This design comes from an exercise in tuning for a short achievable clock period and few clock cycles on the open sky130 flow, not from production work.
Power figures rest on the tool's default switching activity, not on a simulated workload.

==> tundra: inputs <==
==> flow/design.v <==
package cpu_pkg;
    localparam int XLEN  = 32;
    localparam int REG_W = 5;
    typedef logic [XLEN-1:0]  word_t;
    typedef logic [REG_W-1:0] reg_id_t;
    localparam word_t RESET_PC = '0;
    localparam logic [5:0] OP_RTYPE = 6'b000000;
    localparam logic [5:0] OP_ADDI  = 6'b001000;
    localparam logic [5:0] OP_LW    = 6'b100011;
    localparam logic [5:0] OP_SW    = 6'b101011;
    localparam logic [5:0] OP_BEQ   = 6'b000100;
    localparam logic [5:0] FUNC_ADD = 6'b100000;
    localparam logic [5:0] FUNC_SUB = 6'b100010;
    localparam logic [5:0] FUNC_AND = 6'b100100;
    localparam logic [5:0] FUNC_OR  = 6'b100101;
    localparam logic [5:0] FUNC_SLT = 6'b101010;
    typedef enum logic [2:0] {
        ALU_ADD,
        ALU_SUB,
        ALU_AND,
        ALU_OR,
        ALU_SLT
    } alu_op_t;
    typedef struct packed {
        logic regwrite;
        logic memread;
        logic memwrite;
        logic memtoreg;
        logic branch;
    } ctrl_t;
    typedef struct packed {
        word_t next_pc;
        word_t instr;
    } if_id_t;
    typedef struct packed {
        ctrl_t   ctrl;
        alu_op_t alu_op;
        logic    alusrc;
        logic    regdst;
        word_t   next_pc;
        word_t   rdata_a;
        word_t   rdata_b;
        word_t   imm;
        reg_id_t rs;
        reg_id_t rt;
        reg_id_t rd;
    } id_ex_t;
    typedef struct packed {
        ctrl_t   ctrl;
        word_t   result;
        logic    zero;
        word_t   store_data;
        word_t   target;
        reg_id_t wa;
    } ex_mem_t;
endpackage
`timescale 1ns/1ps
module pipe_cpu (
    input  logic        clk,
    input  logic        rst,
    output logic [31:0] imem_addr,
    input  logic [31:0] imem_rdata,
    output logic [31:0] dmem_addr,
    output logic [31:0] dmem_wdata,
    output logic        dmem_read,
    output logic        dmem_write,
    input  logic [31:0] dmem_rdata,
    output logic [4:0]  reg_wa,
    output logic [31:0] reg_wdata,
    output logic        regwrite
);
    localparam int NBTB = 8;
    logic rst_q;
    always_ff @(posedge clk)
        rst_q <= rst;
    logic [9:0]  pc;
    logic [NBTB-1:0] btb_v;
    logic [9:0]      btb_tag [NBTB];
    logic [9:0]      btb_tgt [NBTB];
    logic [2:0]      btb_ptr;
    logic        fd_valid;
    logic [31:0] fd_instr;
    logic [9:0]  fd_pc1;
    logic        fd_pred;
    logic        de_wen;
    logic        de_memread;
    logic        de_memwrite;
    logic        de_cbr;
    logic        de_sel_add;
    logic        de_sel_sub;
    logic        de_sel_and;
    logic        de_sel_or;
    logic        de_sel_slt;
    logic [31:0] de_a;
    logic [31:0] de_b;
    logic [31:0] de_sd;
    logic [9:0]  de_target;
    logic [4:0]  de_wa;
    logic        de_fa_m;
    logic        de_fa_w;
    logic        de_fb_m;
    logic        de_fb_w;
    logic        de_fs_m;
    logic        de_fs_w;
    logic        de_fs_ld;
    logic        em_wen;
    logic        em_memread;
    logic        em_memwrite;
    logic [31:0] em_result;
    logic [31:0] em_sd;
    logic [4:0]  em_wa;
    logic        mw_wen;
    logic [4:0]  mw_wa;
    logic [31:0] mw_data;
    logic [31:0] regs [32];
    logic [NBTB-1:0] btb_hit_v;
    logic            btb_hit;
    logic [9:0]      btb_target;
    always_comb
    begin
        btb_target = '0;
        for (int i = 0; i < NBTB; i++)
        begin
            btb_hit_v[i] = btb_v[i] && btb_tag[i] == pc;
            btb_target   = btb_target | (btb_hit_v[i] ? btb_tgt[i] : 10'd0);
        end
        btb_hit = |btb_hit_v;
    end
    assign imem_addr = {20'd0, pc, 2'b00};
    logic [5:0]  op;
    logic [5:0]  funct;
    logic [4:0]  rs;
    logic [4:0]  rt;
    logic [4:0]  rd;
    logic [31:0] imm;
    logic        is_add;
    logic        is_sub;
    logic        is_and;
    logic        is_or;
    logic        is_slt;
    logic        is_alu;
    logic        is_addi;
    logic        is_lw;
    logic        is_sw;
    logic        is_beq;
    logic        is_ubr;
    logic        is_cbr;
    logic        off_nz;
    logic        uses_rs;
    logic        uses_rt;
    logic [4:0]  dest;
    logic        wen;
    logic [9:0]  d_target;
    logic        stall;
    logic        d_redirect;
    logic [9:0]  d_redirect_pc;
    logic        d_insert;
    logic [31:0] a_rf;
    logic [31:0] b_rf;
    assign op    = fd_instr[31:26];
    assign rs    = fd_instr[25:21];
    assign rt    = fd_instr[20:16];
    assign rd    = fd_instr[15:11];
    assign funct = fd_instr[5:0];
    assign imm   = {{16{fd_instr[15]}}, fd_instr[15:0]};
    assign is_add  = op == 6'h00 && funct == 6'h20;
    assign is_sub  = op == 6'h00 && funct == 6'h22;
    assign is_and  = op == 6'h00 && funct == 6'h24;
    assign is_or   = op == 6'h00 && funct == 6'h25;
    assign is_slt  = op == 6'h00 && funct == 6'h2a;
    assign is_alu  = is_add || is_sub || is_and || is_or || is_slt;
    assign is_addi = op == 6'h08;
    assign is_lw   = op == 6'h23;
    assign is_sw   = op == 6'h2b;
    assign is_beq  = op == 6'h04;
    assign off_nz  = fd_instr[9:0] != 10'd0;
    assign is_ubr  = is_beq && rs == rt;
    assign is_cbr  = is_beq && rs != rt;
    assign uses_rs = is_alu || is_addi || is_lw || is_sw || is_cbr;
    assign uses_rt = is_alu || is_cbr;
    assign dest = is_alu ? rd : rt;
    assign wen  = (is_alu || is_addi || is_lw) && dest != 5'd0;
    assign d_target = fd_pc1 + fd_instr[9:0];
    assign stall = fd_valid && de_memread && de_wen &&
                   ((uses_rs && de_wa == rs) || (uses_rt && de_wa == rt));
    always_comb
    begin
        d_redirect    = 1'b0;
        d_redirect_pc = d_target;
        d_insert      = 1'b0;
        if (fd_valid && !stall)
        begin
            if (is_ubr && off_nz)
            begin
                d_redirect = !fd_pred;
                d_insert   = !fd_pred;
            end
            else if (fd_pred)
            begin
                d_redirect    = 1'b1;
                d_redirect_pc = fd_pc1;
            end
        end
    end
    always_comb
    begin
        if (rs == 5'd0)
            a_rf = '0;
        else if (mw_wen && mw_wa == rs)
            a_rf = mw_data;
        else
            a_rf = regs[rs];
        if (rt == 5'd0)
            b_rf = '0;
        else if (mw_wen && mw_wa == rt)
            b_rf = mw_data;
        else
            b_rf = regs[rt];
    end
    logic [31:0] opa;
    logic [31:0] opb;
    logic [31:0] sum;
    logic [31:0] diff;
    logic        slt;
    logic [31:0] result;
    logic        e_taken;
    logic [31:0] sd;
    assign opa = de_fa_m ? em_result : de_fa_w ? mw_data : de_a;
    assign opb = de_fb_m ? em_result : de_fb_w ? mw_data : de_b;
    assign sum  = opa + opb;
    assign diff = opa - opb;
    assign slt  = (opa[31] != opb[31]) ? opa[31] : diff[31];
    assign result = ({32{de_sel_add}} & sum) |
                    ({32{de_sel_sub}} & diff) |
                    ({32{de_sel_and}} & (opa & opb)) |
                    ({32{de_sel_or}}  & (opa | opb)) |
                    {31'd0, de_sel_slt & slt};
    assign e_taken = de_cbr && opa == opb;
    assign sd = de_fs_ld ? dmem_rdata :
                de_fs_m  ? em_result  :
                de_fs_w  ? mw_data    : de_sd;
    always_ff @(posedge clk)
    begin
        if (rst_q)
            pc <= '0;
        else if (e_taken)
            pc <= de_target;
        else if (d_redirect)
            pc <= d_redirect_pc;
        else if (stall)
            pc <= pc;
        else if (btb_hit)
            pc <= btb_target;
        else
            pc <= pc + 10'd1;
    end
    always_ff @(posedge clk)
    begin
        if (rst_q)
        begin
            btb_v   <= '0;
            btb_ptr <= '0;
        end
        else if (d_insert && !e_taken)
        begin
            btb_v[btb_ptr]   <= 1'b1;
            btb_tag[btb_ptr] <= fd_pc1 - 10'd1;
            btb_tgt[btb_ptr] <= d_target;
            btb_ptr          <= btb_ptr + 3'd1;
        end
    end
    always_ff @(posedge clk)
    begin
        if (rst_q || e_taken || d_redirect)
            fd_valid <= 1'b0;
        else if (!stall)
            fd_valid <= 1'b1;
    end
    always_ff @(posedge clk)
    begin
        if (!stall)
        begin
            fd_instr <= imem_rdata;
            fd_pc1   <= pc + 10'd1;
            fd_pred  <= btb_hit;
        end
    end
    logic d_go;
    assign d_go = fd_valid && !stall && !e_taken;
    always_ff @(posedge clk)
    begin
        if (rst_q || !d_go)
        begin
            de_wen      <= 1'b0;
            de_memread  <= 1'b0;
            de_memwrite <= 1'b0;
            de_cbr      <= 1'b0;
        end
        else
        begin
            de_wen      <= wen;
            de_memread  <= is_lw;
            de_memwrite <= is_sw;
            de_cbr      <= is_cbr && off_nz;
        end
    end
    always_ff @(posedge clk)
    begin
        de_sel_add <= is_addi || is_lw || is_sw || is_add;
        de_sel_sub <= is_sub;
        de_sel_and <= is_and;
        de_sel_or  <= is_or;
        de_sel_slt <= is_slt;
        de_a       <= a_rf;
        de_b       <= (is_addi || is_lw || is_sw) ? imm : b_rf;
        de_sd      <= b_rf;
        de_target  <= d_target;
        de_wa      <= dest;
        de_fa_m    <= de_wen && de_wa == rs;
        de_fa_w    <= em_wen && em_wa == rs;
        de_fb_m    <= !(is_addi || is_lw || is_sw) && de_wen && de_wa == rt;
        de_fb_w    <= !(is_addi || is_lw || is_sw) && em_wen && em_wa == rt;
        de_fs_ld   <= de_wen && de_memread && de_wa == rt;
        de_fs_m    <= de_wen && !de_memread && de_wa == rt;
        de_fs_w    <= em_wen && em_wa == rt;
    end
    always_ff @(posedge clk)
    begin
        if (rst || rst_q)
        begin
            em_wen      <= 1'b0;
            em_memread  <= 1'b0;
            em_memwrite <= 1'b0;
        end
        else
        begin
            em_wen      <= de_wen;
            em_memread  <= de_memread;
            em_memwrite <= de_memwrite;
        end
    end
    always_ff @(posedge clk)
    begin
        em_result <= result;
        em_sd     <= sd;
        em_wa     <= de_wa;
    end
    assign dmem_addr  = em_result;
    assign dmem_wdata = em_sd;
    assign dmem_read  = em_memread;
    assign dmem_write = em_memwrite;
    always_ff @(posedge clk)
    begin
        if (rst || rst_q)
            mw_wen <= 1'b0;
        else
            mw_wen <= em_wen;
    end
    always_ff @(posedge clk)
    begin
        mw_wa   <= em_wa;
        mw_data <= em_memread ? dmem_rdata : em_result;
    end
    assign reg_wa    = mw_wa;
    assign reg_wdata = mw_data;
    assign regwrite  = mw_wen;
    always_ff @(posedge clk)
    begin
        if (rst_q)
        begin
            for (int i = 0; i < 32; i++)
                regs[i] <= '0;
        end
        else if (mw_wen)
        begin
            regs[mw_wa] <= mw_data;
        end
    end
endmodule
==> flow/run.sh <==
#!/bin/bash
# synth_recipe.tcl (not shown) runs the flow's synth.tcl, then flattens the netlist and writes it again
# the make line also repeats each setting of config.mk as NAME=value (left out here)
make -C /OpenROAD-flow-scripts/flow DESIGN_CONFIG=/design/flow/config.mk WORK_HOME=/design/flow/orfs CLKGATE_MAP_FILE= SYNTH_SCRIPT=/design/flow/synth_recipe.tcl finish
==> flow/config.mk <==
export PLATFORM = sky130hd
export DESIGN_NAME = pipe_cpu
export DESIGN_NICKNAME = pipe_cpu
export VERILOG_FILES = /design/flow/design.v
export SDC_FILE = /design/flow/constraint.sdc
export NUM_CORES = 4
export LEC_CHECK = 0
export CAP_MARGIN = 20
export CORE_MARGIN = 2
export CORE_UTILIZATION = 40
export SLEW_MARGIN = 20
==> flow/constraint.sdc <==
create_clock -name core_clock -period 8.0 [get_ports {clk}]
set_input_delay 1.6000 -clock core_clock [delete_from_list [all_inputs] [get_ports {clk}]]
set_output_delay 1.6000 -clock core_clock [all_outputs]
set_load 0.01 [all_outputs]
==> inputs of yarrow, as changes to tundra <==
--- a/flow/design.v
+++ b/flow/design.v
@@ -71,3 +71,2 @@
 );
-    localparam int NBTB = 8;
     logic rst_q;
@@ -76,6 +75,2 @@
     logic [9:0]  pc;
-    logic [NBTB-1:0] btb_v;
-    logic [9:0]      btb_tag [NBTB];
-    logic [9:0]      btb_tgt [NBTB];
-    logic [2:0]      btb_ptr;
     logic        fd_valid;
@@ -83,3 +78,2 @@
     logic [9:0]  fd_pc1;
-    logic        fd_pred;
     logic        de_wen;
@@ -115,15 +109,7 @@
     logic [31:0] regs [32];
-    logic [NBTB-1:0] btb_hit_v;
-    logic            btb_hit;
-    logic [9:0]      btb_target;
-    always_comb
-    begin
-        btb_target = '0;
-        for (int i = 0; i < NBTB; i++)
-        begin
-            btb_hit_v[i] = btb_v[i] && btb_tag[i] == pc;
-            btb_target   = btb_target | (btb_hit_v[i] ? btb_tgt[i] : 10'd0);
-        end
-        btb_hit = |btb_hit_v;
-    end
+    logic       f_ubr;
+    logic [9:0] f_target;
+    assign f_ubr    = imem_rdata[31:26] == 6'h04 && imem_rdata[25:21] == imem_rdata[20:16] &&
+                      imem_rdata[9:0] != 10'd0;
+    assign f_target = pc + 10'd1 + imem_rdata[9:0];
     assign imem_addr = {20'd0, pc, 2'b00};
@@ -154,5 +140,2 @@
     logic        stall;
-    logic        d_redirect;
-    logic [9:0]  d_redirect_pc;
-    logic        d_insert;
     logic [31:0] a_rf;
@@ -187,21 +170,2 @@
     begin
-        d_redirect    = 1'b0;
-        d_redirect_pc = d_target;
-        d_insert      = 1'b0;
-        if (fd_valid && !stall)
-        begin
-            if (is_ubr && off_nz)
-            begin
-                d_redirect = !fd_pred;
-                d_insert   = !fd_pred;
-            end
-            else if (fd_pred)
-            begin
-                d_redirect    = 1'b1;
-                d_redirect_pc = fd_pc1;
-            end
-        end
-    end
-    always_comb
-    begin
         if (rs == 5'd0)
@@ -247,8 +211,6 @@
             pc <= de_target;
-        else if (d_redirect)
-            pc <= d_redirect_pc;
         else if (stall)
             pc <= pc;
-        else if (btb_hit)
-            pc <= btb_target;
+        else if (f_ubr)
+            pc <= f_target;
         else
@@ -258,18 +220,3 @@
     begin
-        if (rst_q)
-        begin
-            btb_v   <= '0;
-            btb_ptr <= '0;
-        end
-        else if (d_insert && !e_taken)
-        begin
-            btb_v[btb_ptr]   <= 1'b1;
-            btb_tag[btb_ptr] <= fd_pc1 - 10'd1;
-            btb_tgt[btb_ptr] <= d_target;
-            btb_ptr          <= btb_ptr + 3'd1;
-        end
-    end
-    always_ff @(posedge clk)
-    begin
-        if (rst_q || e_taken || d_redirect)
+        if (rst_q || e_taken)
             fd_valid <= 1'b0;
@@ -284,3 +231,2 @@
             fd_pc1   <= pc + 10'd1;
-            fd_pred  <= btb_hit;
         end
--- a/flow/config.mk
+++ b/flow/config.mk
@@ -7,2 +7,3 @@
 export LEC_CHECK = 0
+export ABC_CLOCK_PERIOD_IN_PS = 2500
 export CAP_MARGIN = 20
@@ -10,2 +11,3 @@
 export CORE_UTILIZATION = 40
+export SETUP_SLACK_MARGIN = 5
 export SLEW_MARGIN = 20
==> notes.md <==
	yarrow	tundra
Status	timing/DRC/antenna clean	timing/DRC/antenna clean
CP Data Arrival Time	4.49 ns	6.01 ns
Final setup slack of the worst path	4.18 ns	2.70 ns
Count of multi-input gates	3258	3584
Highest metal used	met5	met4
Area added between synthesis and finish	21.0%	13.0%
Met3 global-route usage	6.37%	4.44%
Largest fanout on the critical path	6	21
Multi-input gate area	33200 um2	34600 um2
Clock network power	6.90 mW	7.54 mW
Die area	182000 um2	201000 um2
Net count reported at finish	5653	5894
Worst-case register-to-register setup slack	4.18 ns	2.70 ns
No functional check of the RTL was part of any run of this note.

static timing again, ports no longer ideal:
The flow's constraints put no driver on any port. The routed layouts listed below were extracted and timed again, unchanged, in two steps. Step 1: set_driving_cell puts a clkbuf_16 on clk and a buf_2 on each other input, an assumption about the parent block. Step 2 moves the port delays by t, midway between the first and last clock arrival at a register: inputs arrive t later, outputs are due t later. That takes back most of the time a late clock gives input paths. Three values: ideal ports, drivers, drivers and shift; two values: the first two.
run | t (ns) | setup slack, ns | worst setup path at the end | worst data-port slew with drivers (ns) | cell pins on the clock port's net
tundra | 0.880 | 2.697 / 2.697 / 2.697 | register to register | 0.10 | 1
yarrow | 0.898 | 4.179 / 4.179 / 3.900 | input to register | 0.11 | 1
After both steps every run listed still meets setup and hold. The setup slack of yarrow, which loses most, moves by 0.000 ns with the drivers and by -0.279 ns with both steps.
